What follows belongs to an exercise in optimizing a design on an open flow for small area, a short achievable clock period and few clock cycles per item; a production flow would make more cautious choices. Function was not checked in any run shown here: the RTL went through the layout flow alone. Power figures rest on the tool's default switching activity, not on a simulated workload.

## flow/design.v (module list and top-level ports; edited modules follow where they fit)
// module scmcv_ram: 28 lines
// module scene_morph_cv_engine_core: 1228 lines
// module scmcv_top: 65 lines
module scmcv_top (
   input  logic        clock,
   input  logic        reset,
   input  logic        start,
   output logic        busy,
   input  logic [1:0]  req_cmd,
   input  logic [15:0] req_target_cv,
   input  logic [3:0]  req_target_knob,
   input  logic [15:0] req_current_cv,
   input  logic [3:0]  req_current_knob,
   input  logic [15:0] req_morph_cv,
   input  logic [14:0] req_morph_knob,
   input  logic [15:0] req_type_buttons,
   input  logic [15:0] req_focus_mask,
   input  logic [3:0]  req_scene_slot,
   input  logic [3:0]  req_channel_slot,
   input  logic [14:0] req_write_value,
   output logic        rsp_strobe,
   output logic [3:0]  rsp_channel,
   output logic [15:0] rsp_cv_out,
   output logic        rsp_type_light,
   output logic        rsp_last,
   input  logic        psel,
   input  logic        penable,
   input  logic        pwrite,
   input  logic [2:0]  paddr,
   input  logic [31:0] pwdata,
   output logic [31:0] prdata,
   output logic        pready
);
  // ...
==> flow/flow/run.sh <==
#!/bin/bash
# ORFS layout: the standard synthesis, then the standard steps with a setup
# margin (timing repair keeps working below the period) and larger clock-sink clusters.
set -euo pipefail
bash standard.sh synth > synth.log 2>&1
bash standard.sh SETUP_SLACK_MARGIN=8.0 CTS_BUF_LIST=sky130_fd_sc_hd__clkbuf_16 CTS_CLUSTER_SIZE=28 CTS_CLUSTER_DIAMETER=80 finish > layout.log 2>&1
==> flow/standard.sh <==
#!/bin/bash
# synth_recipe.tcl (not shown) runs the flow's synth.tcl, then flattens the netlist and writes it again
# the make line also repeats each setting of config.mk as NAME=value (left out here)
make -C /OpenROAD-flow-scripts/flow DESIGN_CONFIG=/design/flow/config.mk WORK_HOME=/design/flow/orfs CLKGATE_MAP_FILE= SYNTH_SCRIPT=/design/flow/synth_recipe.tcl "${@:-finish}"
==> flow/config.mk <==
export PLATFORM = sky130hd
export DESIGN_NAME = scmcv_top
export DESIGN_NICKNAME = scmcv_top
export VERILOG_FILES = /design/flow/design.v
export SDC_FILE = /design/flow/constraint.sdc
export NUM_CORES = 4
export LEC_CHECK = 0
export CAP_MARGIN = 20
export CORE_MARGIN = 2
export CORE_UTILIZATION = 35
export PLACE_DENSITY = 0.55
export SLEW_MARGIN = 20
export SYNTH_MEMORY_MAX_BITS = 16384
==> flow/constraint.sdc <==
create_clock -name core_clock -period 12.0 [get_ports {clock}]
set_input_delay 2.4000 -clock core_clock [delete_from_list [all_inputs] [get_ports {clock}]]
set_output_delay 2.4000 -clock core_clock [all_outputs]
set_load 0.01 [all_outputs]
==> results.cfg, run 1 <==
[layout]
fin_area_mm2 = 0.145
reg_top3 = u_core.u_store.g_row.q (4080), u_core.mul_r (109), u_core.tap_g (48)
nMultiInputCombCells = 4015
instances_no_fill = 14700
top_register = u_core.u_store.g_row.q
multi_input_area_share = 0.227
largestClassByArea = sequential cells
clk_share = 0.0411
multi_input_area_mm2 = 0.0329

[drt]
wl_um = 350000
wl_per_cell_um = 23.9
wl_met2_um = 157000
via_per_inst = 4.93
initialDrtViolationCount = 6020

[synthesis]
syn-mean-instance-area_um2 = 13.7
synth_common_cells = dfxtp_1, a22oi_1, inv_1, clkbuf_1, nor2_1

[setup_path]
rr_endpoint = u_core.mul_r[66]
cp_cell_sequence = clkdlybuf4s15_2, o21ai_2, fa_2, inv_2, ha_4, ha_4, inv_2, fa_2, inv_2, a21o_1, a21oi_4, xnor2_4, buf_6, buf_12, buf_8, nand2b_4, a21boi_1
worstSetupStartpoint = req_target_cv[11]
cp_num_cells = 17
crit_slowest_cell = clkdlybuf4s15_2
path_max_fanout = 4

[grt]
grt_pass1_vias = 73700
grt_util_met2 = 0.284
grt_pass1_wl_um = 507000

[floorplanning]
die-area_mm2 = 0.379
io_pins = 226

[cts]
path_clk_slew_ps = 100
htreeDepth = 4
cts-root-buf = clkbuf_16
post_cts_buffers = 23

[power_and_ir_drop]
top_power_group = registers
p_sw_uw = 5640
p_seq_uw = 16000
clkPwrFrac = 0.322

[sta]
holdWs_ps = 228

[place]
port_buffers = 160

[run_status]
status = complete, no violations
==> run 2, diff against run 1 <==
--- a/flow/design.v
+++ b/flow/design.v
@@ -87,45 +87,49 @@
    logic [15:0] rq_cur_oh, rq_tgt_oh;    
    logic [3:0]  rq_cur, rq_tgt;          
    logic [15:0] rq_mcv;
    logic [14:0] rq_mknob;
    logic [15:0] rq_btn;
    logic [15:0] rq_focus;
    logic [3:0]  rq_sslot, rq_cslot;
    logic [14:0] rq_wval;
-   function automatic logic [15:0] sel_oh(input logic [5:0] t);
-      for (int i = 0; i < 16; i++) begin
-         if (i == 0)       sel_oh[i] = (t <= 6'd24);
-         else if (i == 15) sel_oh[i] = (t >= 6'd39);
-         else              sel_oh[i] = (t == 6'(24 + i));
+   function automatic logic ge_const(input logic [11:0] x, input logic [11:0] k);
+      logic eq;
+      ge_const = 1'b0;
+      eq = 1'b1;
+      for (int i = 11; i >= 0; i--) begin
+         if (!k[i]) begin
+            ge_const = ge_const | (eq & x[i]);
+            eq = eq & ~x[i];
+         end else begin
+            eq = eq & x[i];
+         end
       end
+      ge_const = ge_const | eq;
    endfunction
-   function automatic logic [3:0] sel_bin(input logic [5:0] t);
-      if (t < 6'd24)      sel_bin = 4'd0;
-      else if (t > 6'd39) sel_bin = 4'd15;
-      else                sel_bin = {~t[3], t[2:0]};
-   endfunction
-   function automatic logic [5:0] sel_t(input logic [15:0] cv, input logic [3:0] knob);
-      logic [1:0] c;
-      c = 2'(cv[11:0] >= 12'd1366) + 2'(cv[11:0] >= 12'd2731);
-      sel_t = 6'(3 * $signed({{2{cv[15]}}, cv[15:12]}) + 24) + {2'b00, knob} + {4'b0000, c};
+   function automatic logic [3:0] sel_idx(input logic [15:0] cv, input logic [3:0] knob);
+      logic [11:0] l;
+      l = sel_lut(cv[15:12], knob);
+      if (ge_const(cv[11:0], 12'd2731))      sel_idx = l[11:8];
+      else if (ge_const(cv[11:0], 12'd1366)) sel_idx = l[7:4];
+      else                                    sel_idx = l[3:0];
    endfunction
-   logic [5:0] ct_t, tt_t;
-   assign ct_t = sel_t(req_payload.current_cv, req_payload.current_knob);
-   assign tt_t = sel_t(req_payload.target_cv, req_payload.target_knob);
+   logic [3:0] ct_i, tt_i;
+   assign ct_i = sel_idx(req_payload.current_cv, req_payload.current_knob);
+   assign tt_i = sel_idx(req_payload.target_cv, req_payload.target_knob);
    assign busy = busy_ff;
    assign acc  = start & ~busy_ff;
    always_ff @(posedge clock) begin
       if (!busy_ff) begin
          rq_cmd   <= req_payload.cmd;
-         rq_tgt_oh <= sel_oh(tt_t);
-         rq_cur_oh <= sel_oh(ct_t);
-         rq_tgt    <= sel_bin(tt_t);
-         rq_cur    <= sel_bin(ct_t);
+         rq_tgt_oh <= 16'd1 << tt_i;
+         rq_cur_oh <= 16'd1 << ct_i;
+         rq_tgt    <= tt_i;
+         rq_cur    <= ct_i;
          rq_mcv    <= req_payload.morph_cv;
          rq_mknob  <= req_payload.morph_knob;
          rq_btn   <= req_payload.type_buttons;
          rq_focus <= req_payload.focus_mask;
          rq_sslot <= req_payload.scene_slot;
          rq_cslot <= req_payload.channel_slot;
          rq_wval  <= req_payload.write_value;
       end
@@ -1182,16 +1186,277 @@
    assign div_sa[30] = dt_w221;
    assign div_sb[30] = dt_w222;
    assign div_sa[31] = dt_w223;
    assign div_sb[31] = dt_w224;
    assign div_sa[32] = dt_w225;
    assign div_sb[32] = dt_w226;
    assign div_sa[33] = dt_w227;
    assign div_sb[33] = 1'b1;
+   function automatic logic [11:0] sel_lut(input logic [3:0] hi, input logic [3:0] knob);
+      case ({hi, knob})
+         8'h00: sel_lut = 12'h210;
+         8'h01: sel_lut = 12'h321;
+         8'h02: sel_lut = 12'h432;
+         8'h03: sel_lut = 12'h543;
+         8'h04: sel_lut = 12'h654;
+         8'h05: sel_lut = 12'h765;
+         8'h06: sel_lut = 12'h876;
+         8'h07: sel_lut = 12'h987;
+         8'h08: sel_lut = 12'ha98;
+         8'h09: sel_lut = 12'hba9;
+         8'h0a: sel_lut = 12'hcba;
+         8'h0b: sel_lut = 12'hdcb;
+         8'h0c: sel_lut = 12'hedc;
+         8'h0d: sel_lut = 12'hfed;
+         8'h0e: sel_lut = 12'hffe;
+         8'h0f: sel_lut = 12'hfff;
+         8'h10: sel_lut = 12'h543;
+         8'h11: sel_lut = 12'h654;
+         8'h12: sel_lut = 12'h765;
+         8'h13: sel_lut = 12'h876;
+         8'h14: sel_lut = 12'h987;
+         8'h15: sel_lut = 12'ha98;
+         8'h16: sel_lut = 12'hba9;
+         8'h17: sel_lut = 12'hcba;
+         8'h18: sel_lut = 12'hdcb;
+         8'h19: sel_lut = 12'hedc;
+         8'h1a: sel_lut = 12'hfed;
+         8'h1b: sel_lut = 12'hffe;
+         8'h1c: sel_lut = 12'hfff;
+         8'h1d: sel_lut = 12'hfff;
+         8'h1e: sel_lut = 12'hfff;
+         8'h1f: sel_lut = 12'hfff;
+         8'h20: sel_lut = 12'h876;
+         8'h21: sel_lut = 12'h987;
+         8'h22: sel_lut = 12'ha98;
+         8'h23: sel_lut = 12'hba9;
+         8'h24: sel_lut = 12'hcba;
+         8'h25: sel_lut = 12'hdcb;
+         8'h26: sel_lut = 12'hedc;
+         8'h27: sel_lut = 12'hfed;
+         8'h28: sel_lut = 12'hffe;
+         8'h29: sel_lut = 12'hfff;
+         8'h2a: sel_lut = 12'hfff;
+         8'h2b: sel_lut = 12'hfff;
+         8'h2c: sel_lut = 12'hfff;
+         8'h2d: sel_lut = 12'hfff;
+         8'h2e: sel_lut = 12'hfff;
+         8'h2f: sel_lut = 12'hfff;
+         8'h30: sel_lut = 12'hba9;
+         8'h31: sel_lut = 12'hcba;
+         8'h32: sel_lut = 12'hdcb;
+         8'h33: sel_lut = 12'hedc;
+         8'h34: sel_lut = 12'hfed;
+         8'h35: sel_lut = 12'hffe;
+         8'h36: sel_lut = 12'hfff;
+         8'h37: sel_lut = 12'hfff;
+         8'h38: sel_lut = 12'hfff;
+         8'h39: sel_lut = 12'hfff;
+         8'h3a: sel_lut = 12'hfff;
+         8'h3b: sel_lut = 12'hfff;
+         8'h3c: sel_lut = 12'hfff;
+         8'h3d: sel_lut = 12'hfff;
+         8'h3e: sel_lut = 12'hfff;
+         8'h3f: sel_lut = 12'hfff;
+         8'h40: sel_lut = 12'hedc;
+         8'h41: sel_lut = 12'hfed;
+         8'h42: sel_lut = 12'hffe;
+         8'h43: sel_lut = 12'hfff;
+         8'h44: sel_lut = 12'hfff;
+         8'h45: sel_lut = 12'hfff;
+         8'h46: sel_lut = 12'hfff;
+         8'h47: sel_lut = 12'hfff;
+         8'h48: sel_lut = 12'hfff;
+         8'h49: sel_lut = 12'hfff;
+         8'h4a: sel_lut = 12'hfff;
+         8'h4b: sel_lut = 12'hfff;
+         8'h4c: sel_lut = 12'hfff;
+         8'h4d: sel_lut = 12'hfff;
+         8'h4e: sel_lut = 12'hfff;
+         8'h4f: sel_lut = 12'hfff;
+         8'h50: sel_lut = 12'hfff;
+         8'h51: sel_lut = 12'hfff;
+         8'h52: sel_lut = 12'hfff;
+         8'h53: sel_lut = 12'hfff;
+         8'h54: sel_lut = 12'hfff;
+         8'h55: sel_lut = 12'hfff;
+         8'h56: sel_lut = 12'hfff;
+         8'h57: sel_lut = 12'hfff;
+         8'h58: sel_lut = 12'hfff;
+         8'h59: sel_lut = 12'hfff;
+         8'h5a: sel_lut = 12'hfff;
+         8'h5b: sel_lut = 12'hfff;
+         8'h5c: sel_lut = 12'hfff;
+         8'h5d: sel_lut = 12'hfff;
+         8'h5e: sel_lut = 12'hfff;
+         8'h5f: sel_lut = 12'hfff;
+         8'h60: sel_lut = 12'hfff;
+         8'h61: sel_lut = 12'hfff;
+         8'h62: sel_lut = 12'hfff;
+         8'h63: sel_lut = 12'hfff;
+         8'h64: sel_lut = 12'hfff;
+         8'h65: sel_lut = 12'hfff;
+         8'h66: sel_lut = 12'hfff;
+         8'h67: sel_lut = 12'hfff;
+         8'h68: sel_lut = 12'hfff;
+         8'h69: sel_lut = 12'hfff;
+         8'h6a: sel_lut = 12'hfff;
+         8'h6b: sel_lut = 12'hfff;
+         8'h6c: sel_lut = 12'hfff;
+         8'h6d: sel_lut = 12'hfff;
+         8'h6e: sel_lut = 12'hfff;
+         8'h6f: sel_lut = 12'hfff;
+         8'h70: sel_lut = 12'hfff;
+         8'h71: sel_lut = 12'hfff;
+         8'h72: sel_lut = 12'hfff;
+         8'h73: sel_lut = 12'hfff;
+         8'h74: sel_lut = 12'hfff;
+         8'h75: sel_lut = 12'hfff;
+         8'h76: sel_lut = 12'hfff;
+         8'h77: sel_lut = 12'hfff;
+         8'h78: sel_lut = 12'hfff;
+         8'h79: sel_lut = 12'hfff;
+         8'h7a: sel_lut = 12'hfff;
+         8'h7b: sel_lut = 12'hfff;
+         8'h7c: sel_lut = 12'hfff;
+         8'h7d: sel_lut = 12'hfff;
+         8'h7e: sel_lut = 12'hfff;
+         8'h7f: sel_lut = 12'hfff;
+         8'h80: sel_lut = 12'h000;
+         8'h81: sel_lut = 12'h000;
+         8'h82: sel_lut = 12'h000;
+         8'h83: sel_lut = 12'h000;
+         8'h84: sel_lut = 12'h000;
+         8'h85: sel_lut = 12'h000;
+         8'h86: sel_lut = 12'h000;
+         8'h87: sel_lut = 12'h000;
+         8'h88: sel_lut = 12'h000;
+         8'h89: sel_lut = 12'h000;
+         8'h8a: sel_lut = 12'h000;
+         8'h8b: sel_lut = 12'h000;
+         8'h8c: sel_lut = 12'h000;
+         8'h8d: sel_lut = 12'h000;
+         8'h8e: sel_lut = 12'h000;
+         8'h8f: sel_lut = 12'h000;
+         8'h90: sel_lut = 12'h000;
+         8'h91: sel_lut = 12'h000;
+         8'h92: sel_lut = 12'h000;
+         8'h93: sel_lut = 12'h000;
+         8'h94: sel_lut = 12'h000;
+         8'h95: sel_lut = 12'h000;
+         8'h96: sel_lut = 12'h000;
+         8'h97: sel_lut = 12'h000;
+         8'h98: sel_lut = 12'h000;
+         8'h99: sel_lut = 12'h000;
+         8'h9a: sel_lut = 12'h000;
+         8'h9b: sel_lut = 12'h000;
+         8'h9c: sel_lut = 12'h000;
+         8'h9d: sel_lut = 12'h000;
+         8'h9e: sel_lut = 12'h000;
+         8'h9f: sel_lut = 12'h000;
+         8'ha0: sel_lut = 12'h000;
+         8'ha1: sel_lut = 12'h000;
+         8'ha2: sel_lut = 12'h000;
+         8'ha3: sel_lut = 12'h000;
+         8'ha4: sel_lut = 12'h000;
+         8'ha5: sel_lut = 12'h000;
+         8'ha6: sel_lut = 12'h000;
+         8'ha7: sel_lut = 12'h000;
+         8'ha8: sel_lut = 12'h000;
+         8'ha9: sel_lut = 12'h000;
+         8'haa: sel_lut = 12'h000;
+         8'hab: sel_lut = 12'h000;
+         8'hac: sel_lut = 12'h000;
+         8'had: sel_lut = 12'h000;
+         8'hae: sel_lut = 12'h000;
+         8'haf: sel_lut = 12'h000;
+         8'hb0: sel_lut = 12'h000;
+         8'hb1: sel_lut = 12'h000;
+         8'hb2: sel_lut = 12'h000;
+         8'hb3: sel_lut = 12'h000;
+         8'hb4: sel_lut = 12'h000;
+         8'hb5: sel_lut = 12'h000;
+         8'hb6: sel_lut = 12'h000;
+         8'hb7: sel_lut = 12'h000;
+         8'hb8: sel_lut = 12'h000;
+         8'hb9: sel_lut = 12'h000;
+         8'hba: sel_lut = 12'h000;
+         8'hbb: sel_lut = 12'h000;
+         8'hbc: sel_lut = 12'h000;
+         8'hbd: sel_lut = 12'h000;
+         8'hbe: sel_lut = 12'h100;
+         8'hbf: sel_lut = 12'h210;
+         8'hc0: sel_lut = 12'h000;
+         8'hc1: sel_lut = 12'h000;
+         8'hc2: sel_lut = 12'h000;
+         8'hc3: sel_lut = 12'h000;
+         8'hc4: sel_lut = 12'h000;
+         8'hc5: sel_lut = 12'h000;
+         8'hc6: sel_lut = 12'h000;
+         8'hc7: sel_lut = 12'h000;
+         8'hc8: sel_lut = 12'h000;
+         8'hc9: sel_lut = 12'h000;
+         8'hca: sel_lut = 12'h000;
+         8'hcb: sel_lut = 12'h100;
+         8'hcc: sel_lut = 12'h210;
+         8'hcd: sel_lut = 12'h321;
+         8'hce: sel_lut = 12'h432;
+         8'hcf: sel_lut = 12'h543;
+         8'hd0: sel_lut = 12'h000;
+         8'hd1: sel_lut = 12'h000;
+         8'hd2: sel_lut = 12'h000;
+         8'hd3: sel_lut = 12'h000;
+         8'hd4: sel_lut = 12'h000;
+         8'hd5: sel_lut = 12'h000;
+         8'hd6: sel_lut = 12'h000;
+         8'hd7: sel_lut = 12'h000;
+         8'hd8: sel_lut = 12'h100;
+         8'hd9: sel_lut = 12'h210;
+         8'hda: sel_lut = 12'h321;
+         8'hdb: sel_lut = 12'h432;
+         8'hdc: sel_lut = 12'h543;
+         8'hdd: sel_lut = 12'h654;
+         8'hde: sel_lut = 12'h765;
+         8'hdf: sel_lut = 12'h876;
+         8'he0: sel_lut = 12'h000;
+         8'he1: sel_lut = 12'h000;
+         8'he2: sel_lut = 12'h000;
+         8'he3: sel_lut = 12'h000;
+         8'he4: sel_lut = 12'h000;
+         8'he5: sel_lut = 12'h100;
+         8'he6: sel_lut = 12'h210;
+         8'he7: sel_lut = 12'h321;
+         8'he8: sel_lut = 12'h432;
+         8'he9: sel_lut = 12'h543;
+         8'hea: sel_lut = 12'h654;
+         8'heb: sel_lut = 12'h765;
+         8'hec: sel_lut = 12'h876;
+         8'hed: sel_lut = 12'h987;
+         8'hee: sel_lut = 12'ha98;
+         8'hef: sel_lut = 12'hba9;
+         8'hf0: sel_lut = 12'h000;
+         8'hf1: sel_lut = 12'h000;
+         8'hf2: sel_lut = 12'h100;
+         8'hf3: sel_lut = 12'h210;
+         8'hf4: sel_lut = 12'h321;
+         8'hf5: sel_lut = 12'h432;
+         8'hf6: sel_lut = 12'h543;
+         8'hf7: sel_lut = 12'h654;
+         8'hf8: sel_lut = 12'h765;
+         8'hf9: sel_lut = 12'h876;
+         8'hfa: sel_lut = 12'h987;
+         8'hfb: sel_lut = 12'ha98;
+         8'hfc: sel_lut = 12'hba9;
+         8'hfd: sel_lut = 12'hcba;
+         8'hfe: sel_lut = 12'hdcb;
+         8'hff: sel_lut = 12'hedc;
+         default: sel_lut = 12'h000;
+      endcase
+   endfunction
    always_ff @(posedge clock) begin
       a1      <= a_rd;
       b1      <= b_ring;
       foc1    <= foc;
       fl1     <= fl_rd;
       c1      <= c_rd;
       last1   <= (c_rd == 4'd15);
       mul_r   <= mul_st;
==> flow/flow/run.sh (replaced) <==
#!/bin/bash
# ORFS layout: the standard synthesis, then the standard steps with a setup
# margin (timing repair keeps working below the period) and larger clock-sink clusters.
set -euo pipefail
bash standard.sh synth > synth.log 2>&1
bash standard.sh SETUP_SLACK_MARGIN=8.3 CTS_BUF_LIST=sky130_fd_sc_hd__clkbuf_16 CTS_CLUSTER_SIZE=20 CTS_CLUSTER_DIAMETER=60 finish > layout.log 2>&1
==> run 2 against run 1 <==
Compared with the run above: critical path depth shrank 5; synthesized area increased by 1.9%; power rose by 9.1%; die area rose by 1.9%; global-route usage rose by 0.35 points; maximum frequency is 24% higher; via count increased by 7.1%.
==> results.cfg, run 2 <==
[setup_path]
arrival_ps = 4620
crit_path_end_kind = flop
worstPathRequired_ps = 12700
startpoint_type = primary input
crit_type = in -> reg
path_max_fanout = 6

[synthesis]
yosysMostFrequentCell = dfxtp_1
synthCells = 9976
seq_area_frac_synth = 0.715
synth_common_cells = dfxtp_1, a22oi_1, inv_1, clkbuf_1, nor2_1
async_reset_ff_frac = 0
synth-seq-cells = 4673
synth_area_leaders = dfxtp_1, a22oi_1, edfxtp_1
yosys.area.top_type = dfxtp_1
synth-edff-count = 200
syn_area_mm2 = 0.134
syn-mean-instance-area_um2 = 13.4
synth_ff_type = dfxtp_1
netlist-cell-type-count = 102
netlist.area_leader.share = 0.671
ys_warn_count = 7

[drt]
wl_um = 365000
dr.pass1.iters = 9
drc = 0
via_per_inst = 5.03
antenna_left = 0
initialDrtViolationCount = 6901
vias = 77400
wl_per_cell_um = 23.8

[floorplanning]
initial_core_util = 0.352
core_mm2 = 0.379
die-area_mm2 = 0.387
io_pins = 226
die_y_um = 622
rows = 226
die_x_um = 622

[layout]
final_cell_mix = dfxtp_1, a22oi_1, inv_1, nand4_1, clkbuf_16
reg_top3 = u_core.u_store.g_row.q (4080), u_core.mul_r (109), u_core.tap_g (48)
final_util = 0.404
final_nets = 10700
top_register = u_core.u_store.g_row.q
drive_above_1_share = 0.135
area_growth_pct = 14.8
multi_input_area_mm2 = 0.0360
final_common_cell = dfxtp_1
largest_reg_flops = 4080
fillers = 35000
seq_area_mm2 = 0.0957

[sta]
setup-tns-final_ps = 0
rsz0062_at_grt = yes
worst_pin_slew_ps = 1030
finalCritPeriodShare = 0.326
drv_slew = 0
max_freq_ghz = 0.255
finalCriticalPeriod_ps = 3920
finalHoldViolCount = 0
slew_headroom = 0.310
holdWs_ps = 279
setup_viol = 0
fin_skew_ps = 85.2

[cts]
clock_latency_ps = 940
cts-root-buf = clkbuf_16
numClockSinks = 4673
htreeDepth = 5
cts_buffers = 308
cts_tree = done
path_clk_slew_ps = 80
cts-hold-fix-buffers = 0
cts_buffer_depth = 4

[power_and_ir_drop]
sequentialPowerShare = 0.585
p_int_uw = 21100
power_density_mw_per_mm2 = 178
clkPwrFrac = 0.383
p_sw_uw = 6180
swShare = 0.227
p_leak_uw = 0.0582
pwr-share-comb = 0.032
vdd_drop_max_uv = 120

[grt]
grt_usage = 0.182
grt_max_degree = 72
grt_util_met2 = 0.285
grt_pass1_vias = 79200
grt_pass1_wl_um = 531000
grt.overflow.total = 0
busiest_layer = met2
grt_use_met3 = 0.0348
antenna_found_initial = 25
met1_usage = 0.244

[place]
hpwl_um = 230000
place_congestion = 0.912
port_buffers = 160

[job]
cap_violations = 0

[min_path]
hp-class = reg -> reg

[run_status]
status = complete, no violations
[run 2: cell count changes after synthesis, moves of 12 or more]
cell      previous run  this run
a21oi_1            145       171
nand3_1             45        57
o211ai_1             4        24
a22o_1              24         8
inv_1              419       439
clkbuf_1           384       410
a211oi_1            21        40
nand2_1            179       248
nor3_1              55        72
o22ai_1              6        23
o21ai_0             87       138
o32ai_1              0        13
mux2_2             270       282
a22oi_1           1352      1381
[run 2: cell type report]
| class | count | area share |
|---|---|---|
| diodes | 2 | 0.0000327 |
| repair buffers | 395 | 0.0261 |
| well taps | 5016 | 0.0409 |
| clock inverters | 158 | 0.0112 |
| inverters | 443 | 0.0113 |
| multi-input cells | 4381 | 0.235 |
| clock buffers | 311 | 0.0508 |
| flip-flops and latches | 4673 | 0.625 |
[run 2: cell families (layout without fill, tap and decap cells)]
logic type	Yosys count	after routing	share of synthesized area
fa+ha+maj	373	373	0.0462
buf+inv	953	1307	0.0287
other cells	2	34	0.0000562
xor+xnor	277	277	0.0182
mux	343	343	0.0292
flops	4673	4673	0.715
compound gates	2033	2033	0.111
simple gates	1322	1323	0.0514
[run 2: power by group through the flow]
stage               sequential, uW  clock, uW  combinational [uW]
global placement             16300          0                 787
floorplan                    16100          0                 580
global route                 16000      11300                 943
finish                       16000      10400                 877
CTS                          15900      10700                 835
detailed placement           16300          0                 790
[run 2: path summary, 6_finish.rpt]
check	endpoint	from	slack, ps	depth (start not counted)
max	u_core.rq_tgt_oh[15]	req_target_knob[1]	8080	12
min	u_core.u_store.g_row[11].q[191]	u_core.u_store.g_row[11].q[206]	280	0
min reg2reg	u_core.u_store.g_row[11].q[191]	u_core.u_store.g_row[11].q[206]	280	0
max reg2reg	u_core.mul_r[70]	u_core.b1[0]	8210	17
[run 2: through the flow]
step	area, um2	setup slack (ps)	instances	power (uW)
3_3_place_gp	141000	5670	14800	17100
2_1_floorplan	134000	7310	10000	16700
5_1_grt	153000	8070	15400	28200
6_report	153000	8080	15400	27300
4_1_cts	152000	8100	15300	27500
3_5_place_dp	141000	5670	14800	17100
[run 2: routing by layer]
| layer | part of all wire | routed length (um) |
|---|---|---|
| met4 | 0.050 | 18200 |
| met1 | 0.44 | 161000 |
| met3 | 0.066 | 24100 |
| met5 | 0 | 0 |
| met2 | 0.44 | 162000 |
[run 2: critical path: stages]
cell and delay [ps]:
buf_12 80, clkinvlp_4 100, ha_4 200, ha_4 270, inv_2 30, a211o_1 260
a211oi_2 220, a21oi_1 60, mux2_4 280, o221ai_4 280, and2_4 250, and3b_1 180
[run 2: what timing repair did]
item                       4_1_cts  5_1_grt
gates cloned                    10        2
pin swaps                       81       99
gates resized for setup        400      197
setup buffers                   83       47
setup endpoints to repair      190      156
==> run 3, diff against run 2 <==
==> flow/flow/run.sh (replaced) <==
#!/bin/bash
# ORFS layout: the standard synthesis, then the standard steps with a setup
# margin (timing repair keeps working below the period) and larger clock-sink clusters.
set -euo pipefail
bash standard.sh synth > synth.log 2>&1
bash standard.sh SETUP_SLACK_MARGIN=8.7 CTS_BUF_LIST=sky130_fd_sc_hd__clkbuf_16 CTS_CLUSTER_SIZE=20 CTS_CLUSTER_DIAMETER=60 finish > layout.log 2>&1
==> run 3 against run 2 <==
Compared with the run above: clock-buffer cell count increased by 7; die area did not move; highest routed layer is now met5; global-route usage grew 0.26 points; synthesized cell count unchanged; sequential power is essentially flat; critical path depth did not move; critical path type unchanged; utilization is 0.54 points higher.
==> results.cfg, run 3 <==
[sta]
finalCritPeriodShare = 0.327
setup-tns-final_ps = 0
setup_viol = 0
fin_skew_ps = 80.4
finalHoldViolCount = 0
slew_headroom = 0.266
finalCriticalPeriod_ps = 3920
rsz0062_at_grt = yes
max_freq_ghz = 0.255
drv_slew = 0
worst_pin_slew_ps = 1100

[synthesis]
syn_area_mm2 = 0.134
async_reset_ff_frac = 0
netlist-cell-type-count = 102
ys_warn_count = 7
synth_area_leaders = dfxtp_1, a22oi_1, edfxtp_1
synth-edff-count = 200
syn-mean-instance-area_um2 = 13.4
seq_area_frac_synth = 0.715
yosysMostFrequentCell = dfxtp_1
yosys.area.top_type = dfxtp_1
synth_common_cells = dfxtp_1, a22oi_1, inv_1, clkbuf_1, nor2_1
synth-seq-cells = 4673
synth_ff_type = dfxtp_1
netlist.area_leader.share = 0.671
synthCells = 9976

[setup_path]
cp_cell_sequence = buf_12, inv_12, ha_4, ha_4, inv_2, a211o_1, a211oi_2, a21oi_1, mux2_4, o221ai_4, and2_4, and3b_1
critical_path.max_stage_delay_ps = 290
crit_slowest_cell = o221ai_4
worstPathRequired_ps = 12680
crit_top_cell = ha_4
path_max_fanout = 6
path_delay_family = compound AO/OA/AOI/OAI gates
startpoint_type = primary input
rr_worst_depth = 14
cp_num_cells = 12
crit_path_end_kind = flop
arrival_ps = 4600
crit_type = in -> reg
cp.buffers_inverters = 3

[cts]
path_clk_slew_ps = 80
cts-root-buf = clkbuf_16
cts-hold-fix-buffers = 0
cts_buffers = 309
htreeDepth = 5
cts_tree = done
numClockSinks = 4673
clock_latency_ps = 950
cts_buffer_depth = 4

[drt]
initialDrtViolationCount = 7176
via_per_inst = 5.02
vias = 77900
dr.pass1.iters = 8
wl_um = 369000
antenna_left = 0
wl_per_cell_um = 23.8
drc = 0

[min_path]
hp-class = reg -> reg
holdPathStages = 0

[layout]
multi_input_area_mm2 = 0.0369
drive_above_1_share = 0.166
seq_area_mm2 = 0.0958
largest_reg_flops = 4080
top_register = u_core.u_store.g_row.q
final_common_cell = dfxtp_1
final_util = 0.409
final_cell_mix = dfxtp_1, a22oi_1, inv_1, nand4_1, clkbuf_16
fillers = 34900
instances_no_fill = 15500
reg_top3 = u_core.u_store.g_row.q (4080), u_core.mul_r (109), u_core.tap_g (48)
area_growth_pct = 16.3
final_nets = 10900
fin_area_mm2 = 0.155

[power_and_ir_drop]
sequentialPowerShare = 0.583
pwr-share-comb = 0.033
p_sw_uw = 6190
p_leak_uw = 0.0590
power_uw = 27400
swShare = 0.226
p_int_uw = 21200
vdd_drop_max_uv = 116
clkPwrFrac = 0.384
power_density_mw_per_mm2 = 176

[place]
placedCellCount = 14800
port_buffers = 160
place_congestion = 0.896
place_area_mm2 = 0.141
hpwl_um = 231000

[run_status]
status = complete, no violations

[floorplanning]
die_y_um = 622
core_mm2 = 0.379
rows = 226
io_pins = 226
die_x_um = 622
initial_core_util = 0.352
die-area_mm2 = 0.387

[grt]
grt_pass1_wl_um = 540000
grt_usage = 0.185
grt_max_degree = 67
grt_pass1_vias = 80100
antenna_found_initial = 26
grt.overflow.total = 0

[job]
cap_violations = 0
run 3: cell counts after synthesis:
Identical to the previous run, type by type.
run 3: cell families (layout without fill, tap and decap cells):
family                     after synthesis  after routing  synth area share
xor gates and xnor gates               277            278            0.0182
adders and majority gates              373            373            0.0462
buffers and inverters                  953           1429            0.0287
AOI/OAI and AO/OA                     2033           2033             0.111
and+or+nand+nor                       1322           1323            0.0514
other                                    2             50         0.0000562
DFF                                   4673           4673             0.715
muxes                                  343            343            0.0292
run 3: worst paths after layout:
check        slack (ps)                              to                           start
max reg2reg        8260                u_core.mul_r[70]                    u_core.a1[0]
max                8080             u_core.rq_tgt_oh[7]              req_target_knob[0]
min                 250  u_core.u_store.g_row[9].q[160]  u_core.u_store.g_row[9].q[175]
min reg2reg         250  u_core.u_store.g_row[9].q[160]  u_core.u_store.g_row[9].q[175]
run 3: power by group through the flow:
stage          sequential, uW  clock [uW]  combinational, uW
6_report                15900       10500                897
2_1_floorplan           16100           0                580
4_1_cts                 15900       10800                869
3_5_place_dp            16300           0                791
5_1_grt                 16000       11300                964
3_3_place_gp            16300           0                788
run 3: worst reg2reg max path: stages, from the launching register on:
cell and delay [ps]:
dfxtp_4 380, ha_4 140, inv_2 30, fa_2 340, a211oi_2 220, o21a_1 210, o21a_4 200, nor3_4 60
o21ai_2 180, nand3_4 210, a22oi_2 240, mux2i_2 330, fa_2 530, fa_2 530, inv_1 40
run 3: stage by stage:
stage / hold WS, ps / worst slack [ps]
after floorplan: 310 / 7310
after global placement: 309 / 5530
after detailed placement: 312 / 5650
after CTS: 248 / 8100
after global routing: 257 / 8110
final: 254 / 8080
run 3: timing repair:
item / 4_1_cts / 5_1_grt
cloned: 14 / 2
pin swaps: 193 / 203
buffers inserted: 170 / 71
endpoints found under the setup margin: 336 / 346
gates resized for setup: 637 / 225
run 3: final cells by class:
type                    instances  share of cell area
multi-input cells            4382               0.237
diodes                         18            0.000290
clock inverters               154              0.0104
well taps                    5016              0.0404
flip-flops and latches       4673               0.617
repair buffers                514              0.0324
clock buffers                 318              0.0512
inverters                     443              0.0113
run 3: metal layers:
metal | GRT usage | part of all wire
met1 | 0.246 | 0.44
met2 | 0.294 | 0.45
met3 | 0.0334 | 0.066
met4 | 0.0836 | 0.052
met5 | 0 | 0.000035

## separate check: timing with driven ports
How much do the figures lean on ideal ports? The routed layouts below were timed once more, with nothing changed but the port constraints. Step 1: set_driving_cell puts a clkbuf_16 on clock and a buf_2 on each other input, an assumption about the parent block. Step 2 adds t to the input delays and takes it off the output delays; t is the mean of the earliest and latest rising clock arrival at the registers after step 1. Input paths then give back, and output paths get back, about the clock's delay inside the block. a / b / c = no drivers / after step 1 / after step 2; a / b = the first two.
| run | shift t [ns] | setup slack, ns | worst setup path after step 2 | clock arrival spread, ns | worst data-port slew with drivers (ns) |
|---|---|---|---|---|---|
| run 1 | 1.002 | 7.151 / 7.218 / 6.217 | input to register | 0.146 / 0.147 | 0.20 |
| run 2 | 1.000 | 8.083 / 8.087 / 7.112 | input to register | 0.108 / 0.109 | 0.13 |
| run 3 | 1.010 | 8.079 / 8.072 / 7.062 | input to register | 0.095 / 0.096 | 0.16 |
After both steps setup and hold are still met in every run listed. For run 3, which loses most, drivers alone change the setup slack by -0.007 ns; drivers and shift together by -1.017 ns.
